What follows belongs to an exercise in optimizing a design on an open flow for small area and a short achievable clock period; a production flow would make more cautious choices.
Only simulation tests tie the RTL to the original design; equivalence was not proved.
Power figures rest on the tool's default switching activity, not on a simulated workload.

<file path="flow/design.v">
`default_nettype none
package bmu_pkg;
  localparam int XLEN = 32;
  localparam int SHAMT_W = 5;
  localparam int COUNT_W = 6;
  localparam int OP_W = 6;
  typedef enum logic [OP_W-1:0] {
    OP_NONE,
    OP_ADD,
    OP_SUB,
    OP_SH1ADD,
    OP_SH2ADD,
    OP_SH3ADD,
    OP_SLT,
    OP_SLTU,
    OP_MIN,
    OP_MAX,
    OP_MINU,
    OP_MAXU,
    OP_AND,
    OP_OR,
    OP_XOR,
    OP_ANDN,
    OP_ORN,
    OP_XNOR,
    OP_SLL,
    OP_SRL,
    OP_SRA,
    OP_ROL,
    OP_ROR,
    OP_BEXT,
    OP_BSET,
    OP_BCLR,
    OP_BINV,
    OP_CLZ,
    OP_CTZ,
    OP_CPOP,
    OP_SEXT_B,
    OP_SEXT_H,
    OP_PACK,
    OP_PACKU,
    OP_PACKH,
    OP_REV8,
    OP_ORC_B
  } bmu_op_e;
  localparam logic [OP_W-1:0] OP_LAST = OP_ORC_B;
endpackage
`default_nettype wire
`default_nettype none
module bmu_arith (
  input  logic [bmu_pkg::OP_W-1:0]      op,
  input  logic [bmu_pkg::XLEN-1:0]      a,
  input  logic [bmu_pkg::XLEN-1:0]      b,
  output logic [bmu_pkg::XLEN-1:0]      arith_result
);
  logic            sub_op;
  logic [bmu_pkg::XLEN-1:0] a_pre;
  logic [bmu_pkg::XLEN-1:0] b_mod;
  logic [bmu_pkg::XLEN:0]   sum;
  logic            ov;
  logic            lt_s;
  logic            lt_u;
  assign sub_op = (op == bmu_pkg::OP_SUB) || (op == bmu_pkg::OP_SLT) || (op == bmu_pkg::OP_SLTU) ||
                  (op == bmu_pkg::OP_MIN) || (op == bmu_pkg::OP_MAX) || (op == bmu_pkg::OP_MINU) ||
                  (op == bmu_pkg::OP_MAXU);
  always_comb begin
    case (op)
      bmu_pkg::OP_SH1ADD: a_pre = {a[bmu_pkg::XLEN-2:0], 1'b0};
      bmu_pkg::OP_SH2ADD: a_pre = {a[bmu_pkg::XLEN-3:0], 2'b0};
      bmu_pkg::OP_SH3ADD: a_pre = {a[bmu_pkg::XLEN-4:0], 3'b0};
      default:   a_pre = a;
    endcase
  end
  assign b_mod = sub_op ? ~b : b;
  assign sum   = {1'b0, a_pre} + {1'b0, b_mod} + {{bmu_pkg::XLEN{1'b0}}, sub_op};
  assign ov   = (~a[bmu_pkg::XLEN-1] & ~b_mod[bmu_pkg::XLEN-1] &  sum[bmu_pkg::XLEN-1]) |
                ( a[bmu_pkg::XLEN-1] &  b_mod[bmu_pkg::XLEN-1] & ~sum[bmu_pkg::XLEN-1]);
  assign lt_s = sum[bmu_pkg::XLEN-1] ^ ov;
  assign lt_u = ~sum[bmu_pkg::XLEN];
  always_comb begin
    case (op)
      bmu_pkg::OP_ADD, bmu_pkg::OP_SUB, bmu_pkg::OP_SH1ADD, bmu_pkg::OP_SH2ADD, bmu_pkg::OP_SH3ADD: arith_result = sum[bmu_pkg::XLEN-1:0];
      bmu_pkg::OP_SLT:  arith_result = {{(bmu_pkg::XLEN-1){1'b0}}, lt_s};
      bmu_pkg::OP_SLTU: arith_result = {{(bmu_pkg::XLEN-1){1'b0}}, lt_u};
      bmu_pkg::OP_MIN:  arith_result = lt_s ? a : b;
      bmu_pkg::OP_MAX:  arith_result = lt_s ? b : a;
      bmu_pkg::OP_MINU: arith_result = lt_u ? a : b;
      bmu_pkg::OP_MAXU: arith_result = lt_u ? b : a;
      default: arith_result = '0;
    endcase
  end
endmodule
`default_nettype wire
`default_nettype none
module bmu_shift (
  input  logic [bmu_pkg::OP_W-1:0]      op,
  input  logic [bmu_pkg::XLEN-1:0]      a,
  input  logic [bmu_pkg::XLEN-1:0]      b,
  output logic [bmu_pkg::XLEN-1:0]      shift_result
);
  logic [bmu_pkg::SHAMT_W-1:0] shamt;
  logic [bmu_pkg::SHAMT_W-1:0] neg_amt;
  logic [bmu_pkg::SHAMT_W-1:0] amount;
  logic [bmu_pkg::XLEN-2:0]    fill;
  logic [2*bmu_pkg::XLEN-2:0]  ext;
  logic [2*bmu_pkg::XLEN-2:0]  ext_shifted;
  logic [bmu_pkg::XLEN-1:0]    mask;
  logic [bmu_pkg::XLEN-1:0]    shift_out;
  logic [bmu_pkg::XLEN-1:0]    onehot;
  assign shamt   = b[bmu_pkg::SHAMT_W-1:0];
  assign neg_amt = -shamt;
  always_comb begin
    case (op)
      bmu_pkg::OP_SRA:                 fill = {(bmu_pkg::XLEN-1){a[bmu_pkg::XLEN-1]}};
      bmu_pkg::OP_SLL, bmu_pkg::OP_ROL, bmu_pkg::OP_ROR: fill = a[bmu_pkg::XLEN-2:0];
      default:                fill = '0;
    endcase
  end
  assign ext    = {fill, a};
  assign amount = ((op == bmu_pkg::OP_SLL) || (op == bmu_pkg::OP_ROL)) ? neg_amt : shamt;
  assign mask = (op == bmu_pkg::OP_SLL) ? ({bmu_pkg::XLEN{1'b1}} << shamt) : {bmu_pkg::XLEN{1'b1}};
  assign ext_shifted = ext >> amount;
  assign shift_out   = ext_shifted[bmu_pkg::XLEN-1:0] & mask;
  assign onehot = {{(bmu_pkg::XLEN-1){1'b0}}, 1'b1} << shamt;
  always_comb begin
    case (op)
      bmu_pkg::OP_SLL, bmu_pkg::OP_SRL, bmu_pkg::OP_SRA, bmu_pkg::OP_ROL, bmu_pkg::OP_ROR: shift_result = shift_out;
      bmu_pkg::OP_BEXT: shift_result = {{(bmu_pkg::XLEN-1){1'b0}}, shift_out[0]};
      bmu_pkg::OP_BSET: shift_result = a | onehot;
      bmu_pkg::OP_BCLR: shift_result = a & ~onehot;
      bmu_pkg::OP_BINV: shift_result = a ^ onehot;
      default: shift_result = '0;
    endcase
  end
endmodule
`default_nettype wire
`default_nettype none
module bmu_bitcount (
  input  logic [bmu_pkg::OP_W-1:0]      op,
  input  logic [bmu_pkg::XLEN-1:0]      a,
  output logic [bmu_pkg::XLEN-1:0]      count_result
);
  logic [bmu_pkg::XLEN-1:0]    lzd_in;
  logic [bmu_pkg::COUNT_W-1:0] lz_cnt;
  logic [bmu_pkg::COUNT_W-1:0] pop_cnt;
  logic               found;
  always_comb begin
    for (int i = 0; i < bmu_pkg::XLEN; i++) begin
      lzd_in[i] = (op == bmu_pkg::OP_CTZ) ? a[bmu_pkg::XLEN-1-i] : a[i];
    end
  end
  always_comb begin
    lz_cnt = '0;
    found  = 1'b0;
    for (int i = bmu_pkg::XLEN-1; i >= 0; i--) begin
      if (!found && !lzd_in[i]) begin
        lz_cnt = lz_cnt + 1'b1;
      end else begin
        found = 1'b1;
      end
    end
  end
  always_comb begin
    pop_cnt = '0;
    for (int i = 0; i < bmu_pkg::XLEN; i++) begin
      pop_cnt = pop_cnt + {{(bmu_pkg::COUNT_W-1){1'b0}}, a[i]};
    end
  end
  always_comb begin
    case (op)
      bmu_pkg::OP_CLZ, bmu_pkg::OP_CTZ: count_result = {{(bmu_pkg::XLEN-bmu_pkg::COUNT_W){1'b0}}, lz_cnt};
      bmu_pkg::OP_CPOP:        count_result = {{(bmu_pkg::XLEN-bmu_pkg::COUNT_W){1'b0}}, pop_cnt};
      default:        count_result = '0;
    endcase
  end
endmodule
`default_nettype wire
`default_nettype none
module bmu_logic (
  input  logic [bmu_pkg::OP_W-1:0]      op,
  input  logic [bmu_pkg::XLEN-1:0]      a,
  input  logic [bmu_pkg::XLEN-1:0]      b,
  output logic [bmu_pkg::XLEN-1:0]      logic_result
);
  logic [bmu_pkg::XLEN-1:0] rev8;
  logic [bmu_pkg::XLEN-1:0] orc_b;
  always_comb begin
    for (int i = 0; i < bmu_pkg::XLEN/8; i++) begin
      rev8[8*i +: 8]  = a[bmu_pkg::XLEN-8-8*i +: 8];
      orc_b[8*i +: 8] = {8{|a[8*i +: 8]}};
    end
  end
  always_comb begin
    case (op)
      bmu_pkg::OP_AND:    logic_result = a & b;
      bmu_pkg::OP_OR:     logic_result = a | b;
      bmu_pkg::OP_XOR:    logic_result = a ^ b;
      bmu_pkg::OP_ANDN:   logic_result = a & ~b;
      bmu_pkg::OP_ORN:    logic_result = a | ~b;
      bmu_pkg::OP_XNOR:   logic_result = ~(a ^ b);
      bmu_pkg::OP_SEXT_B: logic_result = {{(bmu_pkg::XLEN-8){a[7]}}, a[7:0]};
      bmu_pkg::OP_SEXT_H: logic_result = {{(bmu_pkg::XLEN-16){a[15]}}, a[15:0]};
      bmu_pkg::OP_PACK:   logic_result = {b[15:0], a[15:0]};
      bmu_pkg::OP_PACKU:  logic_result = {b[31:16], a[31:16]};
      bmu_pkg::OP_PACKH:  logic_result = {16'b0, b[7:0], a[7:0]};
      bmu_pkg::OP_REV8:   logic_result = rev8;
      bmu_pkg::OP_ORC_B:  logic_result = orc_b;
      default:   logic_result = '0;
    endcase
  end
endmodule
`default_nettype wire
`default_nettype none
module bmu_top (
  input  logic                          clk,
  input  logic                          arst_n,
  input  logic                          valid_in,
  input  logic [bmu_pkg::OP_W-1:0]      op,
  input  logic [bmu_pkg::XLEN-1:0]      a_in,
  input  logic [bmu_pkg::XLEN-1:0]      b_in,
  input  logic                          csr_ren_in,
  input  logic [bmu_pkg::XLEN-1:0]      csr_rddata_in,
  output logic [bmu_pkg::XLEN-1:0]      result_ff,
  output logic                          error
);
  logic [bmu_pkg::XLEN-1:0] arith_result;
  logic [bmu_pkg::XLEN-1:0] shift_result;
  logic [bmu_pkg::XLEN-1:0] count_result;
  logic [bmu_pkg::XLEN-1:0] logic_result;
  logic [bmu_pkg::XLEN-1:0] csr_result;
  logic [bmu_pkg::XLEN-1:0] merged;
  logic [bmu_pkg::XLEN-1:0] result_nxt;
  logic            op_illegal;
  logic            csr_conflict;
  logic            error_nxt;
  bmu_arith arith_i (
    .op           (op),
    .a            (a_in),
    .b            (b_in),
    .arith_result (arith_result)
  );
  bmu_shift shift_i (
    .op           (op),
    .a            (a_in),
    .b            (b_in),
    .shift_result (shift_result)
  );
  bmu_bitcount bitcount_i (
    .op           (op),
    .a            (a_in),
    .count_result (count_result)
  );
  bmu_logic logic_i (
    .op           (op),
    .a            (a_in),
    .b            (b_in),
    .logic_result (logic_result)
  );
  assign op_illegal   = (op > bmu_pkg::OP_LAST);
  assign csr_conflict = csr_ren_in && (op != bmu_pkg::OP_NONE);
  assign error_nxt    = op_illegal || csr_conflict;
  assign csr_result = {bmu_pkg::XLEN{csr_ren_in}} & csr_rddata_in;
  assign merged = arith_result | shift_result | count_result |
                  logic_result | csr_result;
  assign result_nxt = error_nxt ? '0 : merged;
  always_ff @(posedge clk or negedge arst_n) begin
    if (!arst_n) begin
      result_ff <= '0;
      error     <= 1'b0;
    end else if (valid_in) begin
      result_ff <= result_nxt;
      error     <= error_nxt;
    end
  end
endmodule
`default_nettype wire
</file>
<file path="flow/run.sh">
#!/bin/bash
# synth_recipe.tcl (not shown) runs the flow's synth.tcl, then flattens the netlist and writes it again
# the make line also repeats each setting of config.mk as NAME=value (left out here)
make -C /OpenROAD-flow-scripts/flow DESIGN_CONFIG=/design/flow/config.mk WORK_HOME=/design/flow/orfs CLKGATE_MAP_FILE= SYNTH_SCRIPT=/design/flow/synth_recipe.tcl finish
</file>
<file path="flow/config.mk">
export PLATFORM = sky130hd
export DESIGN_NAME = bmu_top
export DESIGN_NICKNAME = bmu_top
export VERILOG_FILES = /design/flow/design.v
export SDC_FILE = /design/flow/constraint.sdc
export NUM_CORES = 4
export LEC_CHECK = 0
export CAP_MARGIN = 20
export CORE_MARGIN = 2
export CORE_UTILIZATION = 40
export SLEW_MARGIN = 20
</file>
<file path="flow/constraint.sdc">
create_clock -name core_clock -period 25.0 [get_ports {clk}]
set_input_delay 5.0000 -clock core_clock [delete_from_list [all_inputs] [get_ports {clk}]]
set_output_delay 5.0000 -clock core_clock [all_outputs]
set_load 0.01 [all_outputs]
</file>
==> out/qor.txt <==
Clock Skew = 0 ps
Setup_tns = 0 ps
Syn nets = 2661
Post-synth EDFFs = 0
Clock buffer depth = 2
Remaining global-route overflow = 0
Commonest non-fill, non-tap cell in the layout = nand2_1
Crit end category = flop
Via count = 20510
Post-synthesis sequential area ratio = 5.064%
CTS tree = built
Layout area overhead = 19.17%
Crit path required time = 25200 ps
Top post-synthesis cells by area = ha_1, mux2i_1, a21oi_1
Cells after DPL = 2982
Pwr Density = 34.57 nW/um2
Hold Buf Count CTS = 0
Slew margin rel. = 15.90%
Leakage power figure = 7.959 nW
Root buf cell = clkbuf_16
Htree depth = 2
Initial Util = 40.76%
Layout cells sized above 1 = 11.93%
Die ar. = 42400 um2
Layout Utilization = 48.58%
Vias in the first global route = 19150
First-pass GRT wire length = 130400 um
CP Launch Type = input pin
Non-Filler Instances = 3018
Vias per cell = 6.795
Count of state elements after synthesis = 33
Worst min-delay path class = reg -> reg
Critical Setup Path Class = in -> reg
Core area = 40010 um2
Clk latency of the worst-skew pair = 280 ps
WL/cell = 30.30 um
Slew @ Worst Pin = 1248 ps
Routability cong. = 1.039
Post-Route WL = 91450 um
Peak Freq = 41.05 MHz
Top cell type's share of synthesized area = 10.82%
Pwr Total = 671.9 uW
Drt initial violations = 2800
Storage element area = 825.8 um2
Row count = 73
Nets = 2761
Die W = 205.9 um
Critical path arrival = 24570 ps
Boundary pin count = 139
Place WS = -690.0 ps
Dpl hpwl = 68640 um
Post-Syn Area = 16310 um2
Crit-path leading delay family = adder cells
Peak VDD IR = 0.03694 mV
Buffers on Ports = 138
Clock sinks = 33
Area leader, netlist = ha_1
Run status = complete, no violations
Synth warnings = 5
Initial antenna violation count = 4
Area taken by multi-input logic gates = 14780 um2
Final hold vios = 0
Max_cap viols = 0
Cells after Synth = 2389
Most frequent cells in the layout = nand2_1, nor2_1, a21oi_1
Pre-Repair DR Iteration Count = 9
DRC viols = 0
Largest net degree at the start of global routing = 63
Final setup fails = 0
Total track usage = 41.94%
CP bufs+invs = 9
Average cell area after synthesis = 6.826 um2
Pins Over Slew Limit = 0
Die height = 205.9 um
CP max stage delay = 480 ps
Prevailing post-synth register cell = dfrtp_1
CP most frequent cell = ha_4
Unique cell type count in the Yosys netlist = 101
Final ANT Viol Nets = 0
Clock period minus worst slack = 24360 ps
Number of fillers in the final layout = 4106
Clock transition at path regs = 60 ps
Total CTS buffers = 5
Crit-path max FO = 5
Tcrit/Tclk final = 97.45%
Final WS setup = 637.6 ps
Asr flop ratio synth = 100.0%
Critical Path Slowest Stage Cell = clkdlybuf4s50_1
## report_power, final
| part | total [mW] | switching, mW | leakage (nW) | internal, mW |
|---|---|---|---|---|
| registers | 0.0618 | 0.00356 | 0.440 | 0.0582 |
| logic | 0.538 | 0.324 | 7.44 | 0.214 |
| clock network | 0.0723 | 0.0251 | 0.0800 | 0.0472 |
| total | 0.672 | 0.353 | 7.96 | 0.319 |
## cells by family after synthesis
kind of cell / synth area share (%)
flip-flops: 5.064
AND/OR/NAND/NOR: 22.60
multiplexers: 9.215
adder cells (fa/ha/maj): 14.07
XOR/XNOR: 9.039
AO/OA/AOI/OAI: 32.77
buffers and inverters: 7.243
## layer usage
layer / share of wire [%] / up-vias / track usage (%)
met1: 39 / 9786 / 52.83
met3: 11 / 352 / 8.594
met4: 8.6 / 2 / 29.67
met2: 42 / 1355 / 63.84
li1: - / 9013 / -
met5: 0.014 / - / 0
## metrics by stage
stage / hold slack [ps] / instance area [um2]
finish: 482.3 / 19430
global route: 498.2 / 19430
global placement: 465.5 / 18700
floorplan: 516.4 / 16350
CTS: 487.8 / 19050
detailed placement: 471.7 / 18700
## Yosys cell counts (all sizes together) (25+ instances only)
library cell  count
nand2           290
nor2            230
a21oi           219
o21ai           178
clkbuf          174
ha              141
mux2i           122
inv              97
nand3            77
xnor2            68
xor2             61
nor3             44
a22oi            38
a221oi           37
a222oi           37
a211oi           36
buf              35
dfrtp            33
o2bb2ai          28
fa               25
## cell type report
class,instances,share of cell area (%)
Clock buffer,5,0.6438
Inverter,98,1.893
Multi-Input combinational cell,2049,76.08
Sequential cell,33,4.249
Timing Repair Buffer,302,13.48
Tap cell,525,3.380
Clock inverter,3,0.2382
Antenna cell,3,0.03863
## path summary, 6_finish.rpt
path | from | to | slack [ps] | cells after the start
min reg2reg | result_ff[0] | result_ff[0] | 480 | 1
min | result_ff[0] | result_ff[0] | 480 | 1
max reg2reg | result_ff[5] | result_ff[5] | 22760 | 6
max in group asynchronous | arst_n | result_ff[3] | 19560 | 2
min in group asynchronous | arst_n | result_ff[12] | 5130 | 2
max | op[5] | result_ff[4] | 640 | 105
## state kept, by name, summed over array words and instances (netlist names)
signal     cells
result_ff     32
error          1
## what timing repair did
action                                 4_1_cts  5_1_grt
buffers inserted                            15        9
resized for setup                           15       48
pin swaps                                   20       40
setup endpoints to repair                    5        5
endpoints found under the hold margin        0        0

## re-timing with driven ports
Ports are ideal in the flow. The routed layout listed here was re-timed in OpenROAD. Step 1: set_driving_cell puts a clkbuf_16 on clk and a buf_2 on each other input, an assumption about the parent block. Step 2 adds t to the input delays and takes it off the output delays; t is the mean of the earliest and latest rising clock arrival at the registers after step 1. Input paths then give back, and output paths get back, about the clock's delay inside the block. a / b / c = ideal ports / drivers / drivers and shift; a / b = the first two.
shift t [ns]: 0.319
slack for setup (ns): 0.638 / 0.653 / 0.335
worst setup path after step 2: input to register
latest minus earliest clock arrival (ns): 0.005 / 0.005
slew at the worst register clock pin (ns): 0.06 / 0.06
After both steps setup and hold are still met in this run. For this run, drivers alone change the setup slack by +0.015 ns; drivers and shift together by -0.303 ns.
